Source: an optimization exercise on an open RTL-to-GDS flow (aim: small area, a short achievable clock period and few clock cycles per item). Production flows keep margins and buffers that such runs may drop.
Only simulation tests tie the RTL to the original design; equivalence was not proved.
No activity file was given, so power comes from the tool's default toggle rates.

Setup of main:
// vector_exe_unit
module vector_exe_unit (
   input  logic        clk,
   input  logic        reset,
   input  logic        opcode_vld,
   input  logic [31:0] opcode0,
   input  logic [31:0] opcode1,
   input  logic        ls_busy,
   output logic        inst_buff_full,
   output logic        ls_req_valid,
   output logic        ls_req_write,
   output logic [4:0]  ls_req_vreg,
   output logic [31:0] ls_req_addr,
   output logic [31:0] ls_req_length
);
   logic        pend;
   logic [3:0]  pend_dst;
   logic        pend_next;
   logic [3:0]  pend_dst_next;
   logic [exe_pkg::E_W-1:0] entry;
   logic [exe_pkg::E_W-1:0] head;
   logic        head_valid;
   logic        push;
   logic        step;
   logic        skid_full_next;
   logic [15:0] rd_sel;
   logic [31:0] rd_data;
   logic        wr_en;
   logic [3:0]  wr_idx;
   logic [31:0] wr_data;
   assign push = opcode_vld && !inst_buff_full;
   always_ff @(posedge clk or negedge reset) begin
      if (!reset) begin
         pend <= 1'b0;
      end else if (push) begin
         pend <= pend_next;
      end
   end
   always_ff @(posedge clk) begin
      if (push) begin
         pend_dst <= pend_dst_next;
      end
   end
   instr_decode decoder (.w0(opcode0), .w1(opcode1), .pend(pend), .pend_dst(pend_dst),
      .entry(entry), .pend_next(pend_next), .pend_dst_next(pend_dst_next));
   opcode_fifo buffer (.clk(clk), .reset(reset), .push(push), .push_data(entry),
      .step(step), .skid_full_next(skid_full_next), .head(head), .head_valid(head_valid), .full(inst_buff_full));
   scalar_regfile sregs (.clk(clk), .reset(reset), .rd_sel(rd_sel), .rd_data(rd_data),
      .wr_en(wr_en), .wr_idx(wr_idx), .wr_data(wr_data));
   exe_control executor (.clk(clk), .reset(reset), .head(head), .head_valid(head_valid),
      .step(step), .skid_full_next(skid_full_next), .rd_sel(rd_sel), .rd_data(rd_data), .wr_en(wr_en), .wr_idx(wr_idx),
      .wr_data(wr_data), .ls_busy(ls_busy), .ls_req_valid(ls_req_valid),
      .ls_req_write(ls_req_write), .ls_req_vreg(ls_req_vreg), .ls_req_addr(ls_req_addr),
      .ls_req_length(ls_req_length));
endmodule
Size in the first run: roughly 1800 cells after synthesis, ~780 flip-flops, roughly 140 I/O pins, ~30000 sq um of cells after synthesis.
Settings: LEC_CHECK=0, CAP_MARGIN=20, CORE_MARGIN=2, CORE_UTILIZATION=60, CTS_CLUSTER_DIAMETER=60, CTS_CLUSTER_SIZE=25, PLACE_DENSITY=0.75, SETUP_SLACK_MARGIN=2.0, SLEW_MARGIN=20; clock period 4.0 ns.
run.sh (not shown) runs the stock make flow with config.mk's settings and CLKGATE_MAP_FILE= SYNTH_SCRIPT=/design/flow/synth_recipe.tcl, a recipe that flattens the netlist after the stock synthesis.
Testbench counts of main, summed over its fixed seeds: cycles 17,684, items 19,384.
Relative to main, the following input files were edited for the feature branch:
Settings: CTS_CLUSTER_DIAMETER now 90, was 60; ABC_AREA now 1, previously not set; CORE_UTILIZATION now 40, was 60; PLACE_DENSITY no longer set, was 0.75; CTS_CLUSTER_SIZE now 30, was 25.
[summary]
- The feature branch finished every step from synthesis to the final layout, and the layout passed the timing, DRC and antenna checks.
- Diff main -> the feature branch | final standard cell area without fillers | increase of 730 sq um
- Clock insertion delay at the later pin of the skew report | the feature branch above main
- Post-synthesis to final-layout area growth, the feature branch and main: higher on main
- Final worst hold slack delta for the feature branch relative to main: 90 ps higher
- Taking the feature branch as 1.0, main lands at 1.4 on wire length per cell.
- The feature branch has met1 wire length above what main had.
- Compared with main, the feature branch supports a lower clock frequency.
- As of the feature branch, total setup buffers inserted after CTS had risen by more than half compared to main.
- Compared with main, in the feature branch cell count +928; first-pass GRT wire length ~0 delta; post-detailed-route via-to-cell ratio -about 20%.

---

vector_exe_unit again, from the RTL that the note above started with.
==> flow/config.mk <==
export PLATFORM = sky130hd
export DESIGN_NAME = vector_exe_unit
export DESIGN_NICKNAME = vector_exe_unit
export VERILOG_FILES = /design/flow/design.v
export SDC_FILE = /design/flow/constraint.sdc
export NUM_CORES = 4
export LEC_CHECK = 0
export CAP_MARGIN = 20
export CORE_MARGIN = 2
export CORE_UTILIZATION = 40
export CTS_CLUSTER_DIAMETER = 60
export CTS_CLUSTER_SIZE = 25
export SETUP_SLACK_MARGIN = 2.0
export SLEW_MARGIN = 20
export TNS_END_PERCENT = 10
==> flow/constraint.sdc <==
create_clock -name core_clock -period 4.0 [get_ports {clk}]
set_input_delay 0.8000 -clock core_clock [delete_from_list [all_inputs] [get_ports {clk}]]
set_output_delay 0.8000 -clock core_clock [all_outputs]
set_load 0.01 [all_outputs]
The first run finished clean.
Testbench counts at the start, summed over its fixed seeds: cycles 17,684, items 19,384.
Next try:
CTS_CLUSTER_DIAMETER = 90   (was 60)
CTS_CLUSTER_SIZE = 30   (was 25)
PLACE_DENSITY = 0.5   (was unset)
TNS_END_PERCENT = unset   (was 10)
Area after synthesis is unchanged.
Sequential share of layout area falls by 0.12 points.
Wire length rises by a few percent.
Utilization barely changes.
Die area stays the same.
Fmax came out higher by a few percent.
Register-to-register slack gets better by 0.08 ns.
Next try:
PLACE_DENSITY = unset   (was 0.5)
SETUP_SLACK_MARGIN = 2.2   (was 2.0)
TNS_END_PERCENT = 0   (was unset)
Effect:
- worst setup slack degrades by 0.069 ns
- fmax came out lower by a few percent
- design area came out lower by a few percent
- sequential power is about the same
Next try:
SETUP_SLACK_MARGIN = 2.0   (was 2.2)
TNS_END_PERCENT = unset   (was 0)
Outcome: Final area rises by 4.2%; count of clock-buffer cells in the layout falls by 4; non-clock buffer count rises by 75; clock skew rises by 0.0098 ns.

---

vector_exe_unit again, from the RTL that the note above started with.
==> flow/config.mk <==
export PLATFORM = sky130hd
export DESIGN_NAME = vector_exe_unit
export DESIGN_NICKNAME = vector_exe_unit
export VERILOG_FILES = /design/flow/design.v
export SDC_FILE = /design/flow/constraint.sdc
export NUM_CORES = 4
export LEC_CHECK = 0
export CAP_MARGIN = 20
export CORE_MARGIN = 2
export CORE_UTILIZATION = 40
export CTS_CLUSTER_DIAMETER = 90
export CTS_CLUSTER_SIZE = 30
export SETUP_SLACK_MARGIN = 1.9
export SLEW_MARGIN = 20
==> flow/constraint.sdc <==
create_clock -name core_clock -period 4.0 [get_ports {clk}]
set_input_delay 0.8000 -clock core_clock [delete_from_list [all_inputs] [get_ports {clk}]]
set_output_delay 0.8000 -clock core_clock [all_outputs]
set_load 0.01 [all_outputs]
The first run went through all stages and came out clean.
Testbench counts at the start, summed over its fixed seeds: cycles 17,684, items 19,384.
Rerun with:
- CTS_CLUSTER_DIAMETER: 90 -> 60
- CTS_CLUSTER_SIZE: 30 -> 25
- SETUP_SLACK_MARGIN: 1.9 -> 2.0
- TNS_END_PERCENT: not set -> 0
After rerunning: The changed run went through all stages and came out clean; via count drops by 4.0%; count of clock-buffer cells in the layout climbs by 3; die area stays the same; non-clock buffer count drops by 94; register-to-register slack improves by 0.08 ns; global-route usage drops by 0.89 points; clock skew climbs by 0.0030 ns; first-iteration DRC count drops by 16%; total power climbs by 3.7%; sequential cell count does not change.
Rerun with:
- CTS_CLUSTER_DIAMETER: 60 -> 90
- CTS_CLUSTER_SIZE: 25 -> 30
- PLACE_DENSITY: not set -> 0.7
- TNS_END_PERCENT: 0 -> not set
=> Cell area came out higher by a few percent. Routed wire length is higher by about a fifth. Global-route usage climbs by 0.79 points. Register-to-register slack loses 0.09 ns. Via count increases by roughly a tenth. Setup slack degrades by 0.061 ns. Non-clock buffer count came out higher by 139. Synthesized cell count does not change. Worst hold slack gets worse by 0.20 ns. Power shrinks slightly.
Rerun with:
- PLACE_DENSITY: 0.7 -> not set
- SETUP_SLACK_MARGIN: 2.0 -> 2.05
The new run completed with no timing, DRC or antenna violations.
Global-route usage is higher by 1.9 points.
Die area is unchanged.
Utilization goes up by 2.0 points.
Wire length increases by about 11%.
Non-clock buffer count rose by 55.
Via count came out higher by 2.0%.
Design area rises by 3.9%.
Worst setup slack barely changes.
Sequential share of layout area goes down by 2.3 points.
Register-to-register slack hardly moves.

---

the reference run:
vector_exe_unit, a different RTL version from the one above (not shown whole).
For scale: ~1700 cells after synthesis, about 780 flip-flops, about 140 I/O pins, roughly 29000 sq um of cells after synthesis.
clock: 4.0 ns
lec_check: 0
cap_margin: 20
core_margin: 2
core_utilization: 40
cts_cluster_diameter: 90
cts_cluster_size: 30
setup_slack_margin: 2.0
slew_margin: 20
The reference run | status: complete | timing, DRC, antenna: pass
Testbench counts of the reference run, summed over its fixed seeds: cycles 17,684, items 19,384.
> inputs changed (the reference run -> the trial run)
Settings: removing CTS_CLUSTER_DIAMETER (formerly 90); removing CTS_CLUSTER_SIZE (formerly 30); changing SETUP_SLACK_MARGIN from 2.0 to 1.8.
--- outcome ---
- Cmp the reference run and the trial run / deepest level of the CTS H-tree / higher: the trial run
- Per the comparison of the trial run with the reference run, clock latency at the later pin of the worst-skew pair closely matched the old numbers, area overhead of the layout relative to synthesis decreased by 3.3 points relative to the old numbers.
- Fmax | the trial run vs the reference run | the trial run faster
- Compared with the reference run, the trial run shows a proportion of final cell area spent on non-clock buffers that is 4.2 points lower.
- As far as number of slew-limit violations in the final report goes, the trial run and the reference run are indistinguishable; the numbers are identical.
- The core of the trial run is less densely filled than that of the reference run.
- In the reports for the reference run and the trial run, the larger detailed-route wire length on metal 1 belongs to the reference run.
- Compared with the reference run, in the trial run sequential share of cell area higher; setup slack higher; global-route usage over all layers lower.

---

vector_exe_unit with an RTL version that a note above also has.
Size in the first run: ~140 I/O pins.
==> flow/config.mk <==
export PLATFORM = sky130hd
export DESIGN_NAME = vector_exe_unit
export DESIGN_NICKNAME = vector_exe_unit
export VERILOG_FILES = /design/flow/design.v
export SDC_FILE = /design/flow/constraint.sdc
export NUM_CORES = 4
export LEC_CHECK = 0
export CAP_MARGIN = 20
export CORE_MARGIN = 2
export CORE_UTILIZATION = 40
export CTS_CLUSTER_DIAMETER = 90
export CTS_CLUSTER_SIZE = 30
export SETUP_SLACK_MARGIN = 2.0
export SLEW_MARGIN = 20
export TNS_END_PERCENT = 5
==> flow/constraint.sdc <==
create_clock -name core_clock -period 4.0 [get_ports {clk}]
set_input_delay 0.8000 -clock core_clock [delete_from_list [all_inputs] [get_ports {clk}]]
set_output_delay 0.8000 -clock core_clock [all_outputs]
set_load 0.01 [all_outputs]
The baseline produced a clean layout.
Testbench counts at the start, summed over its fixed seeds: cycles 17,684, items 19,384.
Rerun with:
Settings changed: GPL_TIMING_DRIVEN set to 0, TNS_END_PERCENT 5 to not set.
The new run ran to the end with no violations.
Routed wire length climbs by 17%.
Hold slack improves by 0.21 ns.
Final cell count climbs by 5.0%.
Via count climbs by 7.9%.
Setup slack degrades by 0.093 ns.
Sequential share of layout area drops by 4.9 points.
Count of clock-buffer cells in the layout drops by 1.
Power climbs by 7.3%.
Final area climbs by 8.2%.
Rerun with:
Settings changed: GPL_TIMING_DRIVEN 0 to not set, TNS_END_PERCENT set to 0.
Flip-flop and latch count stays the same.
Total power shrinks by 9.1%.
Routed wire length shrinks by 21%.
Final area shrinks by 11%.
Global-route usage shrinks by 4.6 points.
Worst hold slack got worse by 0.21 ns.
Sequential power barely changes.
Via count shrinks by 11%.
Clock power barely changes.
Rerun with:
Settings changed: CTS_CLUSTER_DIAMETER 90 to 60, CTS_CLUSTER_SIZE 30 to 25, TNS_END_PERCENT 0 to not set.
What happened:
- total power rises by about 12%
- core utilization rises by 3.8 points
- combinational power rises by 18%
- die area stays the same
- routed wire length rises by about 16%
- clock skew rises by 0.012 ns
- setup slack improved by 0.080 ns
- final area rises by about 8%
- register-to-register slack improved by 0.07 ns
- area after synthesis is unchanged
Rerun with:
Settings changed: CTS_CLUSTER_DIAMETER 60 to 90, CTS_CLUSTER_SIZE 25 to 30, GPL_ROUTABILITY_DRIVEN set to 0.
The changed run ran to the end with no violations. Setup slack is worse by 0.010 ns. Global-route usage stays flat. Power went down by about 6%. Synthesized area is unchanged. Core utilization is lower by 1.4 points. Hold slack is worse by 0.035 ns. Routed wire length decreases by about 5%. Non-clock buffer count is lower by 18. Clock power decreases by about 26%. Sequential share of layout area grows by 1.8 points. Flip-flop and latch count is unchanged.

---

vector_exe_unit, a different RTL version from the one above (not shown whole).
Size in the first run: roughly 780 flip-flops, ~140 I/O pins, about 0.030 sq mm of cells after synthesis.
==> flow/config.mk <==
export PLATFORM = sky130hd
export DESIGN_NAME = vector_exe_unit
export DESIGN_NICKNAME = vector_exe_unit
export VERILOG_FILES = /design/flow/design.v
export SDC_FILE = /design/flow/constraint.sdc
export NUM_CORES = 4
export LEC_CHECK = 0
export CAP_MARGIN = 20
export CORE_MARGIN = 2
export CORE_UTILIZATION = 40
export CTS_CLUSTER_DIAMETER = 80
export CTS_CLUSTER_SIZE = 30
export SETUP_SLACK_MARGIN = 2.1
export SLEW_MARGIN = 20
==> flow/constraint.sdc <==
create_clock -name core_clock -period 4.0 [get_ports {clk}]
set_input_delay 0.8000 -clock core_clock [delete_from_list [all_inputs] [get_ports {clk}]]
set_output_delay 0.8000 -clock core_clock [all_outputs]
set_load 0.01 [all_outputs]
The starting point completed with no timing, DRC or antenna violations.
Testbench counts at the start, summed over its fixed seeds: cycles 17,896, items 19,384.
Then changed:
- SETUP_SLACK_MARGIN: 2.1 -> 2.0
Non-clock buffer count came out lower by 96.
Area after synthesis is unchanged.
Maximum frequency came out lower by about 0.45%.
Power came out lower by about 1.8%.
Utilization came out lower by 3.2 points.
Final area came out lower by 6.0%.
Routed wire length came out lower by about 13%.
First-iteration DRC count came out lower by 26%.
Critical path depth came out lower by 2.

---

Setup of job 2915:
Another version of the RTL of vector_exe_unit (not shown whole).
Size: ~1,800 cells after synthesis, about 780 flip-flops, ~30,000 um^2 of cells after synthesis.
## vector_exe_unit
module vector_exe_unit (
   input  logic        clk,
   input  logic        reset,
   input  logic        opcode_vld,
   input  logic [31:0] opcode0,
   input  logic [31:0] opcode1,
   input  logic        ls_busy,
   output logic        inst_buff_full,
   output logic        ls_req_valid,
   output logic        ls_req_write,
   output logic [4:0]  ls_req_vreg,
   output logic [31:0] ls_req_addr,
   output logic [31:0] ls_req_length
);
clock: 4.0 ns
lec_check: 0
cap_margin: 20
core_margin: 2
core_utilization: 40
cts_cluster_diameter: 90
cts_cluster_size: 30
setup_slack_margin: 2.0
slew_margin: 20
Testbench counts of job 2915, summed over its fixed seeds: cycles 17,684, items 19,384.
Changes in job 3747 relative to job 2915:
- CTS_CLUSTER_DIAMETER now 80, was 90
- SETUP_SLACK_MARGIN now 2.1, was 2.0
Notes after the runs:
- Total power: job 3747 above job 2915
- Diff job 3747..job 2915 | minimum setup slack among reg-to-reg paths | negligible
- Diff job 2915 -> job 3747 | cell count | up by a few percent
- Reported for job 2915 and job 3747, number of buffers inserted by hold repair at cts turned out identical to the last digit.
- Number of setup buffers added after CTS: higher on job 3747
- Final area: job 3747 > job 2915
- | growth of design area from synthesis to finish | lower: job 2915 |
- Number of global-route vias before repair: job 3747 higher than job 2915
--- input diff job 3747..job 494 ---
- SETUP_SLACK_MARGIN now 2.0, was 2.1
- CAP_MARGIN now 5, was 20
- SLEW_MARGIN now 5, was 20
Findings:
Changes observed in job 494 relative to job 3747: wire length after detailed routing now sits lower, worst setup slack higher, total power after layout fell 6.7%.
Job 3747 -> job 494: wire length on met3 decreased by more than a quarter
Re sequential cell fraction of total power: job 494 is 3.2 points up on job 3747.
Summary of job 494 over job 3747: total via count after detailed routing lower; post-route minimum period lower.
A endpoint of the most critical setup path of buffer.e0[74] is what job 494 shows, while sregs.regs[3][11] belongs to job 3747.
diff inputs: job 494 => job 2899
- SLEW_MARGIN changed from 5 to 20
- CAP_MARGIN changed from 5 to 20
[summary]
Job 2899 | stages: all done | timing, DRC, antenna: all pass
Between job 2899 and job 494, the clock-cell share of area figures differ only marginally.
Via total after detailed routing came out exactly the same in job 494 and job 2899.
Reported for job 494 and job 2899, die area turned out identical to the last digit.
Taking job 494 as the reference, in job 2899 sequential share of layout area neither gained nor lost much; layout overhead on the synthesized area neither gained nor lost much; design area neither gained nor lost much; global-route usage neither gained nor lost much.
Between job 494 and job 2899, the insertion delay of the later-clocked pin in the worst-skew pair does not differ in any meaningful way.
Diff job 2899..job 494 | number of ordinary and repair buffers in the finished layout | unchanged
Summary of job 2899 over job 494: share of cells above drive strength 1 shows no meaningful change; average cell area after synthesis shows no meaningful change.

## what the ideal ports hide
How much do the figures lean on ideal ports? The routed layouts below were timed once more, with nothing changed but the port constraints. Step 1 sets driving cells, clkbuf_16 on the clock port and buf_2 on the other inputs (assumed; they add their load-dependent delay and slew). Step 2 moves the port delays by t, midway between the first and last clock arrival at a register: inputs arrive t later, outputs are due t later. That takes back most of the time a late clock gives input paths. a / b / c = ideal ports / drivers / drivers and shift; a / b = the first two.
run | t (ns) | setup WS [ns] | cell pins on the clock port's net
main | 0.673 | 1.837 / 1.837 / 1.280 | 1
the feature branch | 0.679 | 1.813 / 1.813 / 1.426 | 1
the first run of note 2 | 0.669 | 1.837 / 1.776 / 1.273 | 1
the second run of note 2 | 0.655 | 1.919 / 1.919 / 1.344 | 1
the third run of note 2 | 0.694 | 1.850 / 1.858 / 1.186 | 1
the fourth run of note 2 | 0.707 | 1.947 / 1.882 / 1.384 | 1
the first run of note 3 | 0.692 | 1.837 / 1.798 / 1.181 | 1
the second run of note 3 | 0.669 | 1.891 / 1.871 / 1.250 | 1
the third run of note 3 | 0.692 | 1.830 / 1.830 / 1.355 | 1
the fourth run of note 3 | 0.699 | 1.830 / 1.830 / 1.289 | 1
the reference run | 0.652 | 1.740 / 1.761 / 1.109 | 1
the trial run | 0.667 | 1.795 / 1.784 / 1.162 | 1
the first run of note 5 | 0.693 | 1.824 / 1.824 / 1.207 | 1
the second run of note 5 | 0.718 | 1.731 / 1.731 / 1.282 | 1
the third run of note 5 | 0.697 | 1.847 / 1.860 / 1.182 | 1
the fourth run of note 5 | 0.669 | 1.927 / 1.926 / 1.397 | 1
the fifth run of note 5 | 0.698 | 1.917 / 1.864 / 1.379 | 1
the first run of note 6 | 0.667 | 1.723 / 1.723 / 1.149 | 1
the second run of note 6 | 0.657 | 1.712 / 1.747 / 1.090 | 1
job 2915 | 0.647 | 1.901 / 1.885 / 1.320 | 1
job 3747 | 0.662 | 1.894 / 1.870 / 1.297 | 1
job 494 | 0.653 | 1.906 / 1.893 / 1.281 | 1
job 2899 | 0.653 | 1.906 / 1.893 / 1.281 | 1
After both steps setup and hold are still met in every run listed. The setup slack of the third run of note 5, which loses most, moves by +0.013 ns with the drivers and by -0.665 ns with both steps.
